Context: an optimization exercise on an open-source flow, tuned for small area, a short achievable clock period and few clock cycles per item. The choices shown serve that exercise and are no tape-out recipe.
Function not checked in this run: the RTL went through the layout flow alone.
Power figures rest on the tool's default switching activity, not on a simulated workload.

**design/flow/design.v**
```verilog
`timescale 1ns / 1ps
package pfp_pkg;
   localparam int CHANNEL_COUNT = 8;
   localparam int FRAME_BYTES   = 21;
   localparam logic [7:0] SOF_A     = 8'hAA;
   localparam logic [7:0] SOF_B     = 8'h55;
   localparam logic [7:0] HEADER_ID = 8'h01;
   localparam logic [7:0] LEN_BYTE  = 8'h10;
   localparam logic [7:0] HDR_SUM   = 8'h10;
   localparam logic [15:0] DUTY_MAX   = 16'h7FFF;
endpackage
`timescale 1ns / 1ps
module pfp_front (
   input  logic                 clock,
   input  logic                 reset,
   input  logic                 in_v,
   input  logic [7:0]           in_b,
   input  logic                 in_be,
   output logic                 hit,
   output logic                 wr,
   output logic [4:0]           fill,
   output logic [4:0]           fill_n,
   output logic [15:0][7:0]     win
);
   logic [15:0]       tag;
   logic [7:0]        tsum;      
   logic [3:0]        pf;        
   logic              full;
   logic              restart;
   assign full    = fill[4] & fill[2];    
   assign hit     = in_v && full && tag[0] && (tsum == in_b);
   assign restart = hit || in_be;
   assign wr      = in_v && !restart && (fill >= 5'd4);
   always_comb begin
      if (reset || (in_v && restart)) fill_n = '0;
      else if (in_v && !full)         fill_n = fill + 1'b1;
      else                            fill_n = fill;
   end
   always_ff @(posedge clock) fill <= fill_n;
   always_ff @(posedge clock) begin
      if (reset) begin
         tsum <= pfp_pkg::HDR_SUM;
         pf   <= '0;
      end else if (in_v) begin
         if (restart) begin
            tsum <= pfp_pkg::HDR_SUM;
            pf   <= '0;
         end else begin
            if (wr) tsum <= tsum + in_b - (full ? win[0] : 8'd0);
            pf[0] <= (in_b == pfp_pkg::SOF_A);
            pf[1] <= pf[0] && (in_b == pfp_pkg::SOF_B);
            pf[2] <= pf[1] && (in_b == pfp_pkg::HEADER_ID);
            pf[3] <= pf[2] && (in_b == pfp_pkg::LEN_BYTE);
         end
      end
   end
   always_ff @(posedge clock) begin
      if (wr) begin
         win <= {in_b, win[15:1]};
         tag <= {pf[3], tag[15:1]};
      end
   end
endmodule
`timescale 1ns / 1ps
module pfp_queue (
   input  logic                 clock,
   input  logic                 reset,
   input  logic                 hit,
   input  logic                 wr,
   input  logic                 take,
   input  logic [4:0]           fill_n,
   input  logic [15:0][7:0]     win,
   output logic                 pend,
   output logic                 req_ready,
   output logic [15:0]          rd_raw
);
   logic       read;
   logic [2:0] rd_ch;
   logic [3:0] rd_pos;
   logic       pend_r;      
   logic       pend_s;      
   logic [3:0] pos_r;
   logic [3:0] pos_s;
   logic       rr_r;
   logic       rr_s;
   logic       nw;          
   logic       wn;          
   assign read = take && pend;
   assign pend_s = hit || pend;
   assign pos_s  = hit ? 4'd0 : rd_pos - 4'(wr);
   assign pend_r = (rd_ch != 3'd7);
   assign pos_r  = rd_pos + 4'd2 - 4'(wr);
   assign nw     = (fill_n + 5'(req_ready) < 5'd4);
   assign wn     = req_ready && (fill_n >= 5'd4);
   assign rr_s   = !pend_s || nw || (pos_s > 4'(wn));
   assign rr_r   = !pend_r || nw || (pos_r > 4'(wn));
   always_ff @(posedge clock) begin
      if (reset) begin
         pend      <= 1'b0;
         req_ready <= 1'b1;
      end else begin
         pend      <= read ? pend_r : pend_s;
         req_ready <= read ? rr_r : rr_s;
      end
      rd_pos <= read ? pos_r : pos_s;
      if (hit)       rd_ch <= '0;
      else if (read) rd_ch <= rd_ch + 1'b1;
   end
   logic [15:0] sel;
   always_comb begin
      for (int i = 0; i < 16; i++) sel[i] = (rd_pos == 4'(i));
      rd_raw = '0;
      for (int i = 0; i < 15; i++) begin
         rd_raw[15:8] |= {8{sel[i]}} & win[i];
         rd_raw[7:0]  |= {8{sel[i]}} & win[i+1];
      end
   end
endmodule
`timescale 1ns / 1ps
module pfp_back (
   input  logic                 clock,
   input  logic                 reset,
   input  logic                 pend,
   input  logic [15:0]          rd_raw,
   output logic                 take,
   output logic                 rsp_valid,
   input  logic                 rsp_ready,
   output logic [35:0]          rsp_data
);
   logic        adv;
   logic        take_b;
   logic        a_v;
   logic [15:0] a_raw;
   logic        a_neg;
   logic        a_sat;
   logic [15:0] a_t3;
   logic [17:0] a_t9;
   logic        b_v;
   logic [15:0] b_raw;
   logic        b_sat;
   logic [15:0] b_x;
   logic [15:0] b_y;
   logic        b_c;
   logic        o_v;
   logic [2:0]  o_ch;
   logic        o_last;
   logic [15:0] o_raw;
   logic [15:0] o_duty;
   logic [33:0] mx;
   logic [33:0] my;
   logic [18:0] lo;
   logic        sent;
   assign adv    = !o_v || rsp_ready;
   assign take_b = !b_v || adv;
   assign take   = !a_v || take_b;
   assign sent   = o_v && rsp_ready;
   always_ff @(posedge clock) begin
      if (reset) begin
         a_v    <= 1'b0;
         b_v    <= 1'b0;
         o_v    <= 1'b0;
         o_ch   <= '0;
         o_last <= 1'b0;
      end else begin
         if (take)   a_v <= pend;
         if (take_b) b_v <= a_v;
         if (adv)    o_v <= b_v;
         if (sent) begin
            o_ch   <= o_ch + 1'b1;
            o_last <= (o_ch == 3'd6);
         end
      end
   end
   pfp_mul u_mul (.r(a_raw[13:0]), .t3(a_t3), .t9(a_t9), .neg(a_neg), .x(mx), .y(my));
   assign lo = {1'b0, mx[17:0]} + {1'b0, my[17:0]};
   always_ff @(posedge clock) begin
      if (take) begin
         a_raw <= rd_raw;
         a_neg <= (rd_raw < 16'd5000);
         a_sat <= (rd_raw >= 16'd10000);
         a_t3  <= {2'd0, rd_raw[13:0]} + {1'd0, rd_raw[13:0], 1'd0} + 16'd59;
         a_t9  <= {4'd0, rd_raw[13:0]} + {1'd0, rd_raw[13:0], 3'd0} + 18'd130;
      end
      if (take_b) begin
         b_raw <= a_raw;
         b_sat <= a_sat;
         b_x   <= mx[33:18];
         b_y   <= my[33:18];
         b_c   <= lo[18];
      end
      if (adv) begin
         o_raw  <= b_raw;
         o_duty <= b_sat ? pfp_pkg::DUTY_MAX : (b_x + b_y + 16'(b_c));
      end
   end
   assign rsp_valid = o_v;
   assign rsp_data  = {o_ch, o_raw, o_duty, o_last};
endmodule
module pfp_mul (
   input  logic [13:0] r,
   input  logic [15:0] t3,
   input  logic [17:0] t9,
   input  logic        neg,
   output logic [33:0] x,
   output logic [33:0] y
);
   logic [13:0] rn;
   logic [17:0] t9n;
   logic        pos;
   assign rn  = ~r;
   assign t9n = ~t9;
   assign pos = ~neg;
   logic s1;
   logic c2;
   logic s3;
   logic c4;
   logic s5;
   logic c6;
   logic s7;
   logic c8;
   logic s9;
   logic c10;
   logic s11;
   logic c12;
   logic s13;
   logic c14;
   logic s15;
   logic c16;
   logic s17;
   logic c18;
   logic s19;
   logic c20;
   logic s21;
   logic c22;
   logic s23;
   logic c24;
   logic s25;
   logic c26;
   logic s27;
   logic c28;
   logic s29;
   logic c30;
   logic s31;
   logic c32;
   logic s33;
   logic c34;
   logic s35;
   logic c36;
   logic s37;
   logic c38;
   logic s39;
   logic c40;
   logic s41;
   logic c42;
   logic s43;
   logic c44;
   logic s45;
   logic c46;
   logic s47;
   logic c48;
   logic s49;
   logic c50;
   logic s51;
   logic c52;
   logic s53;
   logic c54;
   logic s55;
   logic c56;
   logic s57;
   logic c58;
   logic s59;
   logic c60;
   logic s61;
   logic c62;
   logic s63;
   logic c64;
   logic s65;
   logic c66;
   logic s67;
   logic c68;
   logic s69;
   logic c70;
   logic s71;
   logic c72;
   logic s73;
   logic c74;
   logic s75;
   logic c76;
   logic s77;
   logic c78;
   logic s79;
   logic c80;
   logic s81;
   logic c82;
   logic s83;
   logic c84;
   logic s85;
   logic c86;
   assign s1 = t9n[1] ^ rn[4];
   assign c2 = t9n[1] & rn[4];
   assign s3 = t9n[2] ^ rn[5];
   assign c4 = t9n[2] & rn[5];
   assign s5 = t9n[3] ^ rn[6];
   assign c6 = t9n[3] & rn[6];
   assign s7 = t9n[4] ^ rn[7];
   assign c8 = t9n[4] & rn[7];
   assign s9 = t9n[5] ^ rn[8];
   assign c10 = t9n[5] & rn[8];
   assign s11 = t9[0] ^ t9n[6] ^ rn[9];
   assign c12 = (t9[0] & t9n[6]) | (t9[0] & rn[9]) | (t9n[6] & rn[9]);
   assign s13 = t9[1] ^ t9n[7] ^ rn[10];
   assign c14 = (t9[1] & t9n[7]) | (t9[1] & rn[10]) | (t9n[7] & rn[10]);
   assign s15 = t9[2] ^ t9n[8];
   assign c16 = t9[2] & t9n[8];
   assign s17 = t9[3] ^ t9n[9] ^ rn[12];
   assign c18 = (t9[3] & t9n[9]) | (t9[3] & rn[12]) | (t9n[9] & rn[12]);
   assign s19 = t9[4] ^ t9n[10];
   assign c20 = t9[4] & t9n[10];
   assign s21 = t3[0] ^ t9[5];
   assign c22 = t3[0] & t9[5];
   assign s23 = t3[1] ^ t9[6];
   assign c24 = t3[1] & t9[6];
   assign s25 = t3[2] ^ t9[7];
   assign c26 = t3[2] & t9[7];
   assign s27 = t3[3] ^ t9[8];
   assign c28 = t3[3] & t9[8];
   assign s29 = t3[4] ^ t9[9];
   assign c30 = t3[4] & t9[9];
   assign s31 = t3[5] ^ t9[10];
   assign c32 = t3[5] & t9[10];
   assign s33 = t3[6] ^ t9[11] ^ t9n[17];
   assign c34 = (t3[6] & t9[11]) | (t3[6] & t9n[17]) | (t9[11] & t9n[17]);
   assign s35 = rn[2] ^ t3[7];
   assign c36 = rn[2] & t3[7];
   assign s37 = t9n[0] ^ rn[3] ^ t3[8];
   assign c38 = (t9n[0] & rn[3]) | (t9n[0] & t3[8]) | (rn[3] & t3[8]);
   assign s39 = s1 ^ t3[9] ^ neg;
   assign c40 = (s1 & t3[9]) | (s1 & neg) | (t3[9] & neg);
   assign s41 = s3 ^ t3[10] ^ c2;
   assign c42 = (s3 & t3[10]) | (s3 & c2) | (t3[10] & c2);
   assign s43 = s5 ^ t3[11] ^ c4;
   assign c44 = (s5 & t3[11]) | (s5 & c4) | (t3[11] & c4);
   assign s45 = s7 ^ t3[12] ^ c6;
   assign c46 = (s7 & t3[12]) | (s7 & c6) | (t3[12] & c6);
   assign s47 = s9 ^ t3[13] ^ c8;
   assign c48 = (s9 & t3[13]) | (s9 & c8) | (t3[13] & c8);
   assign s49 = s11 ^ t3[14] ^ c10;
   assign c50 = (s11 & t3[14]) | (s11 & c10) | (t3[14] & c10);
   assign s51 = s13 ^ t3[15] ^ c12;
   assign c52 = (s13 & t3[15]) | (s13 & c12) | (t3[15] & c12);
   assign s53 = s15 ^ rn[11] ^ c14;
   assign c54 = (s15 & rn[11]) | (s15 & c14) | (rn[11] & c14);
   assign s55 = s17 ^ 1'b1 ^ c16;
   assign c56 = (s17 & 1'b1) | (s17 & c16) | (1'b1 & c16);
   assign s57 = s19 ^ rn[13] ^ c18;
   assign c58 = (s19 & rn[13]) | (s19 & c18) | (rn[13] & c18);
   assign s59 = s21 ^ t9n[11] ^ c20;
   assign c60 = (s21 & t9n[11]) | (s21 & c20) | (t9n[11] & c20);
   assign s61 = s23 ^ t9n[12] ^ c22;
   assign c62 = (s23 & t9n[12]) | (s23 & c22) | (t9n[12] & c22);
   assign s63 = s25 ^ t9n[13] ^ c24;
   assign c64 = (s25 & t9n[13]) | (s25 & c24) | (t9n[13] & c24);
   assign s65 = s27 ^ t9n[14] ^ c26;
   assign c66 = (s27 & t9n[14]) | (s27 & c26) | (t9n[14] & c26);
   assign s67 = s29 ^ t9n[15] ^ c28;
   assign c68 = (s29 & t9n[15]) | (s29 & c28) | (t9n[15] & c28);
   assign s69 = s31 ^ t9n[16] ^ c30;
   assign c70 = (s31 & t9n[16]) | (s31 & c30) | (t9n[16] & c30);
   assign s71 = s33 ^ 1'b1 ^ c32;
   assign c72 = (s33 & 1'b1) | (s33 & c32) | (1'b1 & c32);
   assign s73 = t3[7] ^ t9[12] ^ c34;
   assign c74 = (t3[7] & t9[12]) | (t3[7] & c34) | (t9[12] & c34);
   assign s75 = t3[8] ^ t9[13] ^ 1'b1;
   assign c76 = (t3[8] & t9[13]) | (t3[8] & 1'b1) | (t9[13] & 1'b1);
   assign s77 = t3[9] ^ t9[14] ^ 1'b1;
   assign c78 = (t3[9] & t9[14]) | (t3[9] & 1'b1) | (t9[14] & 1'b1);
   assign s79 = t3[10] ^ t9[15] ^ 1'b1;
   assign c80 = (t3[10] & t9[15]) | (t3[10] & 1'b1) | (t9[15] & 1'b1);
   assign s81 = t3[11] ^ t9[16] ^ 1'b1;
   assign c82 = (t3[11] & t9[16]) | (t3[11] & 1'b1) | (t9[16] & 1'b1);
   assign s83 = t3[12] ^ t9[17] ^ 1'b1;
   assign c84 = (t3[12] & t9[17]) | (t3[12] & 1'b1) | (t9[17] & 1'b1);
   assign s85 = t3[13] ^ 1'b1;
   assign c86 = t3[13] & 1'b1;
   assign x[0] = t3[0];
   assign y[0] = neg;
   assign x[1] = t3[1];
   assign y[1] = 1'b0;
   assign x[2] = t3[2];
   assign y[2] = 1'b0;
   assign x[3] = t3[3];
   assign y[3] = neg;
   assign x[4] = t3[4];
   assign y[4] = neg;
   assign x[5] = rn[0];
   assign y[5] = t3[5];
   assign x[6] = rn[1];
   assign y[6] = t3[6];
   assign x[7] = s35;
   assign y[7] = pos;
   assign x[8] = s37;
   assign y[8] = c36;
   assign x[9] = s39;
   assign y[9] = c38;
   assign x[10] = s41;
   assign y[10] = c40;
   assign x[11] = s43;
   assign y[11] = c42;
   assign x[12] = s45;
   assign y[12] = c44;
   assign x[13] = s47;
   assign y[13] = c46;
   assign x[14] = s49;
   assign y[14] = c48;
   assign x[15] = s51;
   assign y[15] = c50;
   assign x[16] = s53;
   assign y[16] = c52;
   assign x[17] = s55;
   assign y[17] = c54;
   assign x[18] = s57;
   assign y[18] = c56;
   assign x[19] = s59;
   assign y[19] = c58;
   assign x[20] = s61;
   assign y[20] = c60;
   assign x[21] = s63;
   assign y[21] = c62;
   assign x[22] = s65;
   assign y[22] = c64;
   assign x[23] = s67;
   assign y[23] = c66;
   assign x[24] = s69;
   assign y[24] = c68;
   assign x[25] = s71;
   assign y[25] = c70;
   assign x[26] = s73;
   assign y[26] = c72;
   assign x[27] = s75;
   assign y[27] = c74;
   assign x[28] = s77;
   assign y[28] = c76;
   assign x[29] = s79;
   assign y[29] = c78;
   assign x[30] = s81;
   assign y[30] = c80;
   assign x[31] = s83;
   assign y[31] = c82;
   assign x[32] = s85;
   assign y[32] = c84;
   assign x[33] = t3[14];
   assign y[33] = c86;
endmodule
`timescale 1ns / 1ps
module pwm_frame_parser (
   input  logic             clock,
   input  logic             reset,
   input  logic             req_valid,
   output logic             req_ready,
   input  logic [8:0]       req_data,
   output logic             rsp_valid,
   input  logic             rsp_ready,
   output logic [35:0]      rsp_data
);
   logic             in_v;
   logic [7:0]       in_b;
   logic             in_be;
   logic             hit;
   logic             wr;
   logic [4:0]       fill;
   logic [15:0][7:0] win;
   logic             take;
   logic             pend;
   logic             in_v_n;
   logic [4:0]       fill_n;
   logic [15:0]      rd_raw;
   always_ff @(posedge clock) begin
      in_v  <= in_v_n;
      in_b  <= req_data[8:1];
      in_be <= req_data[0];
   end
   assign in_v_n = !reset && req_valid && req_ready;
   pfp_front u_front (
      .clock (clock),
      .reset (reset),
      .in_v  (in_v),
      .in_b  (in_b),
      .in_be (in_be),
      .hit   (hit),
      .wr    (wr),
      .fill  (fill),
      .fill_n (fill_n),
      .win   (win)
   );
   pfp_queue u_queue (
      .clock  (clock),
      .reset  (reset),
      .hit    (hit),
      .wr     (wr),
      .take   (take),
      .win    (win),
      .pend   (pend),
      .fill_n (fill_n),
      .req_ready (req_ready),
      .rd_raw (rd_raw)
   );
   pfp_back u_back (
      .clock     (clock),
      .reset     (reset),
      .pend      (pend),
      .rd_raw    (rd_raw),
      .take      (take),
      .rsp_valid (rsp_valid),
      .rsp_ready (rsp_ready),
      .rsp_data  (rsp_data)
   );
endmodule
```
**design/flow/run.sh**
```bash
#!/bin/bash
# synth_recipe.tcl (not shown) runs the flow's synth.tcl, then flattens the netlist and writes it again
# the make line also repeats each setting of config.mk as NAME=value (left out here)
make -C /OpenROAD-flow-scripts/flow DESIGN_CONFIG=/design/flow/config.mk WORK_HOME=/design/flow/orfs CLKGATE_MAP_FILE= SYNTH_SCRIPT=/design/flow/synth_recipe.tcl finish
```
**design/flow/config.mk**
```make
export PLATFORM = sky130hd
export DESIGN_NAME = pwm_frame_parser
export DESIGN_NICKNAME = pwm_frame_parser
export VERILOG_FILES = /design/flow/design.v
export SDC_FILE = /design/flow/constraint.sdc
export NUM_CORES = 4
export LEC_CHECK = 0
export ABC_CLOCK_PERIOD_IN_PS = 2500
export CAP_MARGIN = 20
export CORE_MARGIN = 2
export CORE_UTILIZATION = 40
export SETUP_SLACK_MARGIN = 4.3
export SLEW_MARGIN = 20
```
**design/flow/constraint.sdc**
```tcl
create_clock -name core_clock -period 7.0 [get_ports {clock}]
set_input_delay 1.4000 -clock core_clock [delete_from_list [all_inputs] [get_ports {clock}]]
set_output_delay 1.4000 -clock core_clock [all_outputs]
set_load 0.01 [all_outputs]
```
==> summary.txt <==
[placed cells by master, fill, tap and decap left out, drive strengths merged, types with 37 or more instances in the layout]
master,instances
a21oi,49
a22oi,50
buf,132
clkbuf,44
dfxtp,43
dlygate4sd2,38
edfxtp,276
ha,132
inv,202
nand2,68
nor2,58
o21ai,37
xnor2,41
[state kept, by name, indices dropped and copies added (netlist names), 3 cells and up]
register / count
u_back.a_raw: 15
u_back.a_t3: 15
u_queue.rd_pos: 4
u_back.b_x: 16
in_b: 8
u_front.tsum: 8
u_back.o_raw: 16
u_back.a_t9: 18
u_back.o_duty: 16
u_front.tag: 16
u_front.fill: 5
u_front.win: 128
u_back.b_raw: 16
u_back.b_y: 16
u_front.pf: 4
u_back.o_ch: 3
u_queue.rd_ch: 3
[worst min-delay path by stage]
stage | from | to | cells after the start
2_1_floorplan | u_back.a_raw[14] | u_back.b_raw[14] | 0
3_3_place_gp | u_back.b_raw[7] | u_back.o_raw[7] | 0
3_5_place_dp | u_back.b_raw[10] | u_back.o_raw[10] | 0
4_1_cts | u_back.b_raw[10] | u_back.o_raw[10] | 0
5_1_grt | u_back.b_raw[6] | u_back.o_raw[6] | 0
6_report | u_back.b_raw[10] | u_back.o_raw[10] | 0
[per-stage QoR]
stage	cell area (µm²)	power, mW	worst slack [ns]	util (%)
finish	21180	8.308	3.195	52.10
global route	21170	8.898	3.083	52.09
CTS	20570	8.008	3.190	50.61
detailed placement	17890	5.563	2.250	44.00
global placement	17890	5.498	2.449	44.00
floorplan	16930	4.809	2.371	-
[logic make-up (layout without fill, tap and decap cells)]
family	after synthesis	in the layout	synth area share, %
buf+inv	240	450	5.847
other cells	0	1	0
simple gates	266	268	8.299
mux	21	21	1.363
xor+xnor	54	54	2.969
flops	319	319	55.67
compound gates	275	275	12.14
fa+ha+maj	162	162	13.70
[timing repair]
| item | CTS | global route |
|---|---|---|
| resized for setup | 208 | 81 |
| endpoints found under the hold margin | 0 | 0 |
| pin swaps | 101 | 78 |
| setup endpoints to repair | 235 | 43 |
| buffers inserted | 89 | 33 |
| cloned | 5 | 0 |
[layer usage]
layer / vias to the layer above / routed length (µm) / global-route usage [%]
li1: 5262 / - / -
met1: 5529 / 17810 / 26.11
met2: 497 / 19090 / 31.38
met3: 115 / 3199 / 4.207
met4: 0 / 1627 / 8.739
met5: - / 0 / 0
[worst max-delay path: stages, from the launching register on]
cell	delay, ns
dfxtp_4	0.37
buf_6	0.12
ha_4	0.18
and3b_2	0.29
a22o_1	0.20
or4_4	0.65
ha_4	0.29
ha_4	0.24
a21o_1	0.16
a21o_1	0.17
a21oi_2	0.13
o21bai_1	0.10
a21oi_2	0.19
a2bb2oi_2	0.17
o311ai_2	0.12
xor2_1	0.16
[report_power, final]
group          switching (mW)  leakage, nW  internal [mW]  total, mW
clock                   0.772        0.578           1.16       1.93
combinational            1.90         4.78           1.78       3.67
sequential              0.187         3.04           2.52       2.71
total                    2.85         8.39           5.45       8.31
[cell type report]
type / count / area, µm²
antenna: 1 / 2.502
clock buffer: 44 / 952.2
clock inverter: 22 / 246.5
fill: 3425 / 19470
inverter: 199 / 767.0
multi-input combinational: 780 / 7616
sequential: 319 / 9211
tap: 532 / 665.6
timing repair buffer: 185 / 1714
==> summary.txt <==
- Status: timing/DRC/antenna clean
- TNS Setup: 0 ns
- Post-synthesis cell type count: 81
- CP max FO: 8
- CTS clock-pin slew for the worst setup and hold paths: 0.05 ns
- DP HPWL: 26.74 mm
- Crit path to: u_back.a_t3[14]
- Share of the synthesized area in the top cell type: 50.43%
- CP startpoint: u_queue.rd_pos[2]
- Worst Tran Pin Value: 0.7632 ns
- # port buffers: 50
- Final Setup Violations: 0
- Syn nets: 1,512
- Setup repair after global routing missed its margin: true
- Die Area: 42,720 µm²
- Crit share post-route: 54.35%
- Fin nets: 1,697
- Clock Skew: 0.02289 ns
- Fin. Hold Viols: 0
- Top cells by count, synth: edfxtp_1, inv_1, ha_1
- CTS max path bufs: 3
- CTS Sinks: 319
- Asr flop ratio synth: 0%
- VDD IR-drop max: 0.0001963 V
- Number of synthesized register bits: 319
- Number of global-route vias before repair: 11,350
- CP Launch Type: flip-flop
- Hold slack final: 0.4175 ns
- CP Data Arrival Time: 4.08 ns
- Wire length per cell: 20.04 µm
- Pin count of the biggest net entering global routing: 87
- Crit. End Element: flip-flop
- CP required: 7.28 ns
- Sequential cell area fraction in the yosys report: 55.67%
- Syn avg cell area: 12.29 µm²
- CTS Hold Buffers Added: 0
- Reg2reg end: u_back.a_t3[14]
- Layout cells sized above 1: 27.11%
- Die H: 206.7 µm
- R2R cell count: 15
- # Max-Cap Violations: 0
- Ranking of synthesized cells by area: edfxtp_1, ha_1, dfxtp_1
- Max-slew violations: 0
- CTS buffer count: 37
- Number of DRC markers in iteration 0: 1,104
- H-tree depth: 2
- Normalized max-slew margin: 49.12%
- Post-Syn Instances: 1,337
- Top FF cell, synth: edfxtp_1
- CTS tree: built
- Pre-antenna DRT Iters: 6
- Starting Density: 40.43%
- Initial antenna violation count: 1
- Num ports: 51
- Worst skew pair latency: 0.55 ns
- Routed vias: 11,400
- DIE WIDTH: 206.7 µm
- Critical R2R Launch: u_queue.rd_pos[2]
- Leak: 8.395 nW
- Core area: 40,650 µm²
- GRT Overall Usage: 19.75%
- Number of flops mapped to enable cells by yosys: 276
- Avg Vias per Cell: 5.477
- Drt total wl: 41.73 mm
- Synth warnings: 4
- Global-route wire length before repair: 64.25 mm
- Floorplan row count: 74
- Post-DRT Antenna Nets: 0
- Synthesized cell area: 16,430 µm²
- Final RePlAce weighted congestion: 0.8953
- Pwr dens: 392.4 nW/µm²
- Tmin final: 3.805 ns
- Area growth, synth to finish: 28.86%
- Max Clock Freq: 262.8 MHz
- Remaining global-route overflow: 0
- Worst Hold Class: flip-flop to flip-flop
- Root Buffer: clkbuf_16
- CP Class: flip-flop to flip-flop
- Top-count cell post-synth: edfxtp_1
- Reg2Reg Setup Slack: 3.20 ns
- Layout Cells excl Fill: 2,082
- Cells after DPL: 1,888
- # DRC: 0
- Biggest area consumer among synthesized cells: edfxtp_1

## port drivers added, routing unchanged
The results above use ideal ports. As a check the final layout listed here was re-extracted and re-timed, cells and wires unchanged. Step 1, drivers: a clkbuf_16 drives clock and a buf_2 each remaining input, both assumed. Step 2, shift: input delay + t, output delay - t, t = (earliest + latest rising clock arrival at the registers) / 2. This alone moves slack from input paths to output paths. a / b / c = no drivers / after step 1 / after step 2; a / b = the first two.
shift t [ns]: 0.595
setup slack, ns: 3.195 / 3.195 / 3.195
latest minus earliest clock arrival (ns): 0.026 / 0.026
After both steps this run still meets setup and hold. The setup slack of this run moves by 0.000 ns with the drivers and by 0.000 ns with both steps.
